From an optimization exercise on the open Yosys and OpenROAD flow, aimed at small area and a short achievable clock period; shortcuts taken in it are not production practice.
Only simulation tests tie the RTL to the original design; equivalence was not proved.
No activity file was given, so power comes from the tool's default toggle rates.

Setup of tundra:
Design kv_mem_block, start of the top module:
module kv_mem_block #(
  parameter int NUM_ENTRIES = 16,
  parameter int KEY_WIDTH   = 32,
  parameter int VALUE_WIDTH = 64
) (
  input  logic                               clk,
  input  logic                               rst_n,
  input  logic [KEY_WIDTH-1:0]               key_in,
  input  logic [VALUE_WIDTH-1:0]             value_in,
  input  logic                               select_in,
  input  logic                               write_in,
  input  logic                               delete_in,
  input  logic [NUM_ENTRIES-1:0]             idx_in,
  input  logic                               flush_in,
  output logic                               hit,
  output logic [NUM_ENTRIES-1:0]             hit_idx,
  output logic [VALUE_WIDTH-1:0]             value_out,
  output logic                               free_valid,
  output logic [NUM_ENTRIES-1:0]             free_idx,
  output logic [$clog2(NUM_ENTRIES+1)-1:0]   count,
  output logic                               busy,
  output logic                               err,
  output ctrl_types_pkg::kv_mem_state_e      dbg_state
);
Size: ~3,500 cells after synthesis, roughly 220 I/O pins, about 60,000 um^2 of cells after synthesis.
clock: 14.0 ns
lec_check: 0
cap_margin: 20
core_margin: 2
core_utilization: 40
place_density: 0.55
slew_margin: 20
synth_hierarchical: 1
standard.sh (not shown) runs the stock make flow with config.mk's settings and CLKGATE_MAP_FILE= SYNTH_SCRIPT=/design/flow/synth_recipe.tcl, a recipe that flattens the netlist after the stock synthesis.
==> flow/flow/run.sh <==
#!/bin/bash
set -euo pipefail
cd "$(dirname "${BASH_SOURCE[0]}")/.."
source flow/knobs.sh
bash standard.sh "${KNOBS[@]}" finish > make_finish.log 2>&1
==> flow/flow/downsize.tcl <==
# Swap a few gate types that synthesis sized up for its fixed output load
# back to their smallest drive strength (same function and pins).
set swaps {
  sky130_fd_sc_hd__a22oi_2 sky130_fd_sc_hd__a22oi_1
  sky130_fd_sc_hd__nor3_2  sky130_fd_sc_hd__nor3_1
}
set n 0
foreach inst [[ord::get_db_block] getInsts] {
  set m [[$inst getMaster] getName]
  if { [dict exists $swaps $m] } {
    replace_cell [$inst getName] [dict get $swaps $m]
    incr n
  }
}
puts "downsize.tcl: resized $n instances"
==> flow/flow/knobs.sh <==
KNOBS=(
  "SETUP_SLACK_MARGIN=6"
  "BUFFER_PORTS_ARGS=-buffer_cell sky130_fd_sc_hd__buf_1"
  "CTS_ARGS=-sink_clustering_enable -repair_clock_nets -dont_use_dummy_load -sink_clustering_size 16 -sink_clustering_max_diameter 60 -buf_list {sky130_fd_sc_hd__clkbuf_4 sky130_fd_sc_hd__clkbuf_8}"
  "PRE_FLOORPLAN_TCL=$PWD/flow/downsize.tcl"
)
## Diff of input files: garnet against tundra
Settings: CORE_UTILIZATION: 40 -> 55; PLACE_DENSITY: 0.55 -> 0.68.
==> flow/flow/knobs.sh <==
KNOBS=(
  "SETUP_SLACK_MARGIN=7"
  "BUFFER_PORTS_ARGS=-buffer_cell sky130_fd_sc_hd__buf_1"
  "CTS_ARGS=-sink_clustering_enable -repair_clock_nets -dont_use_dummy_load -sink_clustering_size 16 -sink_clustering_max_diameter 60 -buf_list {sky130_fd_sc_hd__clkbuf_4 sky130_fd_sc_hd__clkbuf_8}"
  "PRE_FLOORPLAN_TCL=$PWD/flow/downsize.tcl"
)
## What came out
- [diff] via count, garnet relative to tundra: regression
- tundra → garnet: post-layout minimum cycle time rose 0.010 ns; area of placed instances fell 1.0%; final standard cell utilization of the core rose 18 points; max-capacitance violation count about even.
Input-level comparison between amber and garnet:
Settings: swapping 55 for 40 in CORE_UTILIZATION; putting SETUP_SLACK_MARGIN at 5 where nothing was set; swapping 0.68 for 0.55 in PLACE_DENSITY.
==> flow/run.sh (new file) <==
#!/bin/bash
# synth_recipe.tcl (not shown) runs the flow's synth.tcl, then flattens the netlist and writes it again
# the make line also repeats each setting of config.mk as NAME=value (left out here)
make -C /OpenROAD-flow-scripts/flow DESIGN_CONFIG=/design/flow/config.mk WORK_HOME=/design/flow/orfs CLKGATE_MAP_FILE= SYNTH_SCRIPT=/design/flow/synth_recipe.tcl finish
removed: flow/flow/run.sh
removed: flow/flow/downsize.tcl
removed: flow/flow/knobs.sh
removed: flow/standard.sh
==> comparison <==
Any difference in sequential cell count between garnet and amber is small enough to ignore. Peak fanout along the critical path, garnet and amber: smaller value in garnet. For amber, the beginning of the critical path was idx_in[3], unlike garnet, where it was key_in[21]. garnet → amber: non-clock buffer count moved down, design area moved up, number of non-filler instances in the completed layout moved up. garnet → amber: wire length up 12%; area after synthesis grew by about 4.4%; final-layout fill cell count went up; clock network latency to the later pin of the worst-skew pair lost 0.02 ns. Min sequential share of layout area across garnet and amber: amber. Higher worst setup timing slack at the placement stage was reported by garnet, not amber.
Setup changes, amber to harbor
Settings: PLACE_DENSITY changed from 0.55 to 0.68; CORE_UTILIZATION changed from 40 to 55; SETUP_SLACK_MARGIN removed (was 5).
==> flow/flow/run.sh (new file) <==
#!/bin/bash
set -euo pipefail
cd "$(dirname "${BASH_SOURCE[0]}")/.."
source flow/knobs.sh
bash standard.sh "${KNOBS[@]}" finish > make_finish.log 2>&1
==> flow/flow/downsize.tcl (new file) <==
# Swap a few gate types that synthesis sized up for its fixed output load
# back to their smallest drive strength (same function and pins).
set swaps {
  sky130_fd_sc_hd__a22oi_2 sky130_fd_sc_hd__a22oi_1
  sky130_fd_sc_hd__nor3_2  sky130_fd_sc_hd__nor3_1
}
set n 0
foreach inst [[ord::get_db_block] getInsts] {
  set m [[$inst getMaster] getName]
  if { [dict exists $swaps $m] } {
    replace_cell [$inst getName] [dict get $swaps $m]
    incr n
  }
}
puts "downsize.tcl: resized $n instances"
==> flow/flow/knobs.sh (new file) <==
KNOBS=(
  "SETUP_SLACK_MARGIN=6"
  "BUFFER_PORTS_ARGS=-buffer_cell sky130_fd_sc_hd__buf_1"
  "CTS_ARGS=-sink_clustering_enable -repair_clock_nets -dont_use_dummy_load -sink_clustering_size 16 -sink_clustering_max_diameter 60 -buf_list {sky130_fd_sc_hd__clkbuf_4 sky130_fd_sc_hd__clkbuf_8}"
  "PRE_FLOORPLAN_TCL=$PWD/flow/downsize.tcl"
)
==> flow/standard.sh (new file) <==
#!/bin/bash
# synth_recipe.tcl (not shown) runs the flow's synth.tcl, then flattens the netlist and writes it again
# the make line also repeats each setting of config.mk as NAME=value (left out here)
make -C /OpenROAD-flow-scripts/flow DESIGN_CONFIG=/design/flow/config.mk WORK_HOME=/design/flow/orfs CLKGATE_MAP_FILE= SYNTH_SCRIPT=/design/flow/synth_recipe.tcl "${@:-finish}"
removed: flow/run.sh
[summary]
Compared with amber, harbor shows area of the mapped netlist lower by 4.2%.
Taking amber as the reference point, the total power density per cell area of harbor falls by 20 nW/um^2.
The lower worst setup margin of amber and harbor is in amber.
Lower clock buffer instance count of the final layout goes to harbor over amber.
Going from amber to harbor, total detailed-routing wirelength now smaller; average via count per standard cell now larger; tap cell instance count now smaller; wire length on met2 now smaller.


Setup of lane 1:
kv_mem_block, a different RTL version from the one above (not shown whole).
Size in the first run: ~3300 cells after synthesis, roughly 1600 flip-flops, ~220 I/O pins, roughly 61000 um^2 of cells after synthesis.
clock: 14.0 ns
lec_check: 0
cap_margin: 20
core_margin: 2
core_utilization: 40
cts_buf_list: sky130_fd_sc_hd__clkbuf_4 sky130_fd_sc_hd__clkbuf_8
place_density: 0.55
setup_slack_margin: 5
slew_margin: 20
synth_hierarchical: 1
run.sh (not shown) runs the stock make flow with config.mk's settings and CLKGATE_MAP_FILE= SYNTH_SCRIPT=/design/flow/synth_recipe.tcl, a recipe that flattens the netlist after the stock synthesis.
Stock flow here: none of the scripts above is used.
Lane 1: no failed stages, no open violations at the end
diff inputs: lane 1 => lane 3
Settings: SETUP_SLACK_MARGIN no longer set, was 5; CTS_BUF_LIST no longer set, was sky130_fd_sc_hd__clkbuf_4 sky130_fd_sc_hd__clkbuf_8.
==> flow/flow/run.sh (new file) <==
#!/bin/bash
set -euo pipefail
cd "$(dirname "${BASH_SOURCE[0]}")/.."
source flow/knobs.sh
bash standard.sh "${KNOBS[@]}" finish > make_finish.log 2>&1
==> flow/flow/knobs.sh (new file) <==
KNOBS=(
  "SETUP_SLACK_MARGIN=6.5"
  "BUFFER_PORTS_ARGS=-buffer_cell sky130_fd_sc_hd__buf_1"
  "CTS_ARGS=-sink_clustering_enable -repair_clock_nets -dont_use_dummy_load -buf_list {sky130_fd_sc_hd__clkbuf_4 sky130_fd_sc_hd__clkbuf_8}"
)
==> flow/standard.sh (new file) <==
#!/bin/bash
# synth_recipe.tcl (not shown) runs the flow's synth.tcl, then flattens the netlist and writes it again
# the make line also repeats each setting of config.mk as NAME=value (left out here)
make -C /OpenROAD-flow-scripts/flow DESIGN_CONFIG=/design/flow/config.mk WORK_HOME=/design/flow/orfs CLKGATE_MAP_FILE= SYNTH_SCRIPT=/design/flow/synth_recipe.tcl "${@:-finish}"
removed: flow/run.sh
Notes after the runs:
Compared with lane 1, lane 3 shows number of buffer and inverter instances along the worst setup path lower by 2. Lane 3 against lane 1: proportion of power drawn by the clock network lower, total power fell by 6.0%, final cell count lower.


kv_mem_block, a different RTL version from the one above (not shown whole).
Size in the first run: roughly 3,700 cells after synthesis, ~220 I/O pins.
export LEC_CHECK = 0
export CAP_MARGIN = 20
export CORE_MARGIN = 2
export CORE_UTILIZATION = 40
export PLACE_DENSITY = 0.55
export SLEW_MARGIN = 20
export SYNTH_HIERARCHICAL = 1
create_clock -name core_clock -period 14.0 [get_ports {clk}]
standard.sh (not shown) runs the stock make flow with config.mk's settings and CLKGATE_MAP_FILE= SYNTH_SCRIPT=/design/flow/synth_recipe.tcl, a recipe that flattens the netlist after the stock synthesis.
==> flow/flow/run.sh <==
#!/bin/bash
set -euo pipefail
cd "$(dirname "${BASH_SOURCE[0]}")/.."
source flow/knobs.sh
bash standard.sh "${KNOBS[@]}" finish > make_finish.log 2>&1
==> flow/flow/downsize.tcl <==
# Swap a few gate types that synthesis sized up for its fixed output load
# back to their smallest drive strength (same function and pins).
set swaps {
  sky130_fd_sc_hd__a22oi_2 sky130_fd_sc_hd__a22oi_1
  sky130_fd_sc_hd__nor3_2  sky130_fd_sc_hd__nor3_1
  sky130_fd_sc_hd__a21oi_2 sky130_fd_sc_hd__a21oi_1
  sky130_fd_sc_hd__o31ai_2 sky130_fd_sc_hd__o31ai_1
}
set n 0
foreach inst [[ord::get_db_block] getInsts] {
  set m [[$inst getMaster] getName]
  if { [dict exists $swaps $m] } {
    replace_cell [$inst getName] [dict get $swaps $m]
    incr n
  }
}
puts "downsize.tcl: resized $n instances"
==> flow/flow/knobs.sh <==
KNOBS=(
  "SETUP_SLACK_MARGIN=6"
  "BUFFER_PORTS_ARGS=-buffer_cell sky130_fd_sc_hd__buf_1"
  "CTS_ARGS=-sink_clustering_enable -repair_clock_nets -dont_use_dummy_load -sink_clustering_size 16 -sink_clustering_max_diameter 60 -buf_list {sky130_fd_sc_hd__clkbuf_4 sky130_fd_sc_hd__clkbuf_8}"
  "PRE_FLOORPLAN_TCL=$PWD/flow/downsize.tcl"
)
The first run completed with no timing, DRC or antenna violations.
Rerun with:
CORE_UTILIZATION = 55   (was 40)
PLACE_DENSITY = 0.68   (was 0.55)
=>
- utilization rose by 17 points
- via count rose by 2.7%
- final cell count went down by 8.8%
- setup slack loses 0.036 ns
- synthesized area does not change
- synthesized cell count is unchanged
- critical path depth goes up by 4
- fmax came out lower by 0.42%
- clock skew came out lower by 0.027 ns
- count of clock-buffer cells in the layout is lower by 13


Another version of the RTL of kv_mem_block (not shown whole).
For scale: about 3700 cells after synthesis, roughly 220 I/O pins.
// kv_mem_block
module kv_mem_block #(
  parameter int NUM_ENTRIES = 16,
  parameter int KEY_WIDTH   = 32,
  parameter int VALUE_WIDTH = 64
) (
  input  logic                               clk,
  input  logic                               rst_n,
  input  logic [KEY_WIDTH-1:0]               key_in,
  input  logic [VALUE_WIDTH-1:0]             value_in,
  input  logic                               select_in,
  input  logic                               write_in,
  input  logic                               delete_in,
  input  logic [NUM_ENTRIES-1:0]             idx_in,
  input  logic                               flush_in,
  output logic                               hit,
  output logic [NUM_ENTRIES-1:0]             hit_idx,
  output logic [VALUE_WIDTH-1:0]             value_out,
  output logic                               free_valid,
  output logic [NUM_ENTRIES-1:0]             free_idx,
  output logic [$clog2(NUM_ENTRIES+1)-1:0]   count,
  output logic                               busy,
  output logic                               err,
  output ctrl_types_pkg::kv_mem_state_e      dbg_state
);
Settings: LEC_CHECK=0, CAP_MARGIN=10, CORE_MARGIN=2, CORE_UTILIZATION=40, PLACE_DENSITY=0.55, SLEW_MARGIN=10, SYNTH_HIERARCHICAL=1, TNS_END_PERCENT=0; clock period 14.0 ns.
==> flow/flow/knobs.sh <==
KNOBS=(
  "SETUP_SLACK_MARGIN=5.75"
  "BUFFER_PORTS_ARGS=-buffer_cell sky130_fd_sc_hd__buf_1"
  "CTS_ARGS=-sink_clustering_enable -repair_clock_nets -dont_use_dummy_load -sink_clustering_size 16 -sink_clustering_max_diameter 60 -buf_list {sky130_fd_sc_hd__clkbuf_4 sky130_fd_sc_hd__clkbuf_8}"
  "PRE_FLOORPLAN_TCL=$PWD/flow/downsize.tcl"
)
Scripts as last shown in full above: flow/flow/run.sh, flow/flow/downsize.tcl
Change:
==> flow/flow/knobs.sh (replaced) <==
KNOBS=(
  "SETUP_SLACK_MARGIN=6"
  "BUFFER_PORTS_ARGS=-buffer_cell sky130_fd_sc_hd__buf_1"
  "CTS_ARGS=-sink_clustering_enable -repair_clock_nets -dont_use_dummy_load -sink_clustering_size 16 -sink_clustering_max_diameter 60 -buf_list {sky130_fd_sc_hd__clkbuf_4 sky130_fd_sc_hd__clkbuf_8}"
  "PRE_FLOORPLAN_TCL=$PWD/flow/downsize.tcl"
)
CAP_MARGIN = 20   (was 10)
CORE_UTILIZATION = 55   (was 40)
PLACE_DENSITY = 0.68   (was 0.55)
SLEW_MARGIN = 20   (was 10)
TNS_END_PERCENT = unset   (was 0)
Result: Critical path depth grows by 3; count of clock-buffer cells in the layout is lower by 16; non-clock buffer count is higher by 190; power decreases by 0.98%; register-to-register slack improves by 0.12 ns; sequential power is about the same; combinational power climbs by 18%; global-route usage came out higher by 7.7 points; setup slack got worse by 0.025 ns.
Change:
==> flow/flow/knobs.sh (replaced) <==
KNOBS=(
  "SETUP_SLACK_MARGIN=5.25"
  "BUFFER_PORTS_ARGS=-buffer_cell sky130_fd_sc_hd__buf_1"
  "CTS_ARGS=-sink_clustering_enable -repair_clock_nets -dont_use_dummy_load -sink_clustering_size 16 -sink_clustering_max_diameter 60 -buf_list {sky130_fd_sc_hd__clkbuf_4 sky130_fd_sc_hd__clkbuf_8}"
  "PRE_FLOORPLAN_TCL=$PWD/flow/downsize.tcl"
)
CAP_MARGIN = 10   (was 20)
CORE_UTILIZATION = 40   (was 55)
PLACE_DENSITY = 0.55   (was 0.68)
SLEW_MARGIN = 10   (was 20)
TNS_END_PERCENT = 0   (was unset)
Effect: The changed run completed with no timing, DRC or antenna violations; sequential cell count is unchanged; via count came out lower by about 8%; design area came out lower by about 6.4%; sequential share of layout area came out higher by 4.3 points; global-route usage came out lower by 8.0 points; worst hold slack is worse by 0.091 ns.
Change:
==> flow/flow/knobs.sh (replaced) <==
KNOBS=(
  "SETUP_SLACK_MARGIN=5.5"
  "BUFFER_PORTS_ARGS=-buffer_cell sky130_fd_sc_hd__buf_1"
  "CTS_ARGS=-sink_clustering_enable -repair_clock_nets -dont_use_dummy_load -sink_clustering_size 16 -sink_clustering_max_diameter 60 -buf_list {sky130_fd_sc_hd__clkbuf_4 sky130_fd_sc_hd__clkbuf_8}"
  "PRE_FLOORPLAN_TCL=$PWD/flow/downsize.tcl"
)
After rerunning:
- first-iteration DRC count increases by 2.4%
- global-route usage rose by 0.11 points
- setup slack gains 0.27 ns
- sequential share of layout area came out lower by 0.87 points
- synthesized cell count is unchanged
- sequential power barely changes
Change:
TNS_END_PERCENT = unset   (was 0)
=>
- The new run completed with no timing, DRC or antenna violations
- setup slack loses 0.041 ns
- first-iteration DRC count increases by 3.5%
- routed wire length increases by 1.1%
- design area increases by 1.3%
- global-route usage is about the same
- maximum frequency decreases by 0.47%
- non-clock buffer count increases by 47
- register-to-register slack loses 0.15 ns
- sequential share of layout area decreases by 0.89 points
- power stays flat
Change:
==> flow/flow/knobs.sh (replaced) <==
KNOBS=(
  "SETUP_SLACK_MARGIN=6"
  "BUFFER_PORTS_ARGS=-buffer_cell sky130_fd_sc_hd__buf_1"
  "CTS_ARGS=-sink_clustering_enable -repair_clock_nets -dont_use_dummy_load -sink_clustering_size 16 -sink_clustering_max_diameter 60 -buf_list {sky130_fd_sc_hd__clkbuf_4 sky130_fd_sc_hd__clkbuf_8}"
  "PRE_FLOORPLAN_TCL=$PWD/flow/downsize.tcl"
)
Result: Via count is higher by a few percent. Die area is unchanged. Core utilization is higher by 1.8 points.

-- separate check: timing with driven ports --
Ports are ideal in the flow. The routed layouts listed here were re-timed in OpenROAD. Step 1 assumes that a clkbuf_16 drives the clock port and a buf_2 every other input. Step 2 times the ports against the registers' clock, not the clock port: input delays grow and output delays shrink by t, the midpoint of the rising clock arrivals with the driver on. Three values: ideal, step 1, step 2; two values: the first two.
run	t (ns)	slack for setup (ns)	worst hold slack (ns)	pins driven straight from the clock port
tundra	0.963	5.206 / 5.159 / 5.159	0.540 / 0.540 / 0.540	1
garnet	0.869	5.195 / 5.150 / 5.150	0.527 / 0.527 / 0.527	1
amber	0.884	4.890 / 4.801 / 4.801	0.713 / 0.713 / 0.713	1
harbor	0.867	5.287 / 5.203 / 5.203	0.519 / 0.519 / 0.519	1
lane 1	1.039	4.492 / 4.429 / 4.429	0.508 / 0.508 / 0.508	1
lane 3	1.014	4.434 / 4.397 / 4.397	0.517 / 0.517 / 0.517	1
the first run of note 3	0.902	5.294 / 5.157 / 5.157	0.529 / 0.529 / 0.529	1
the second run of note 3	0.864	5.258 / 5.230 / 5.230	0.523 / 0.523 / 0.523	1
the first run of note 4	0.939	5.568 / 5.453 / 5.453	0.522 / 0.522 / 0.522	1
the second run of note 4	0.859	5.542 / 5.423 / 5.423	0.611 / 0.611 / 0.611	1
the third run of note 4	0.939	5.236 / 5.124 / 5.124	0.521 / 0.521 / 0.521	1
the fourth run of note 4	0.935	5.509 / 5.447 / 5.447	0.518 / 0.518 / 0.518	1
the fifth run of note 4	0.942	5.469 / 5.447 / 5.447	0.521 / 0.521 / 0.521	1
the sixth run of note 4	0.938	5.587 / 5.472 / 5.472	0.518 / 0.518 / 0.518	1
After both steps setup and hold are still met in every run listed. For the first run of note 3, which loses most, drivers alone change the setup slack by -0.137 ns; drivers and shift together by -0.137 ns.
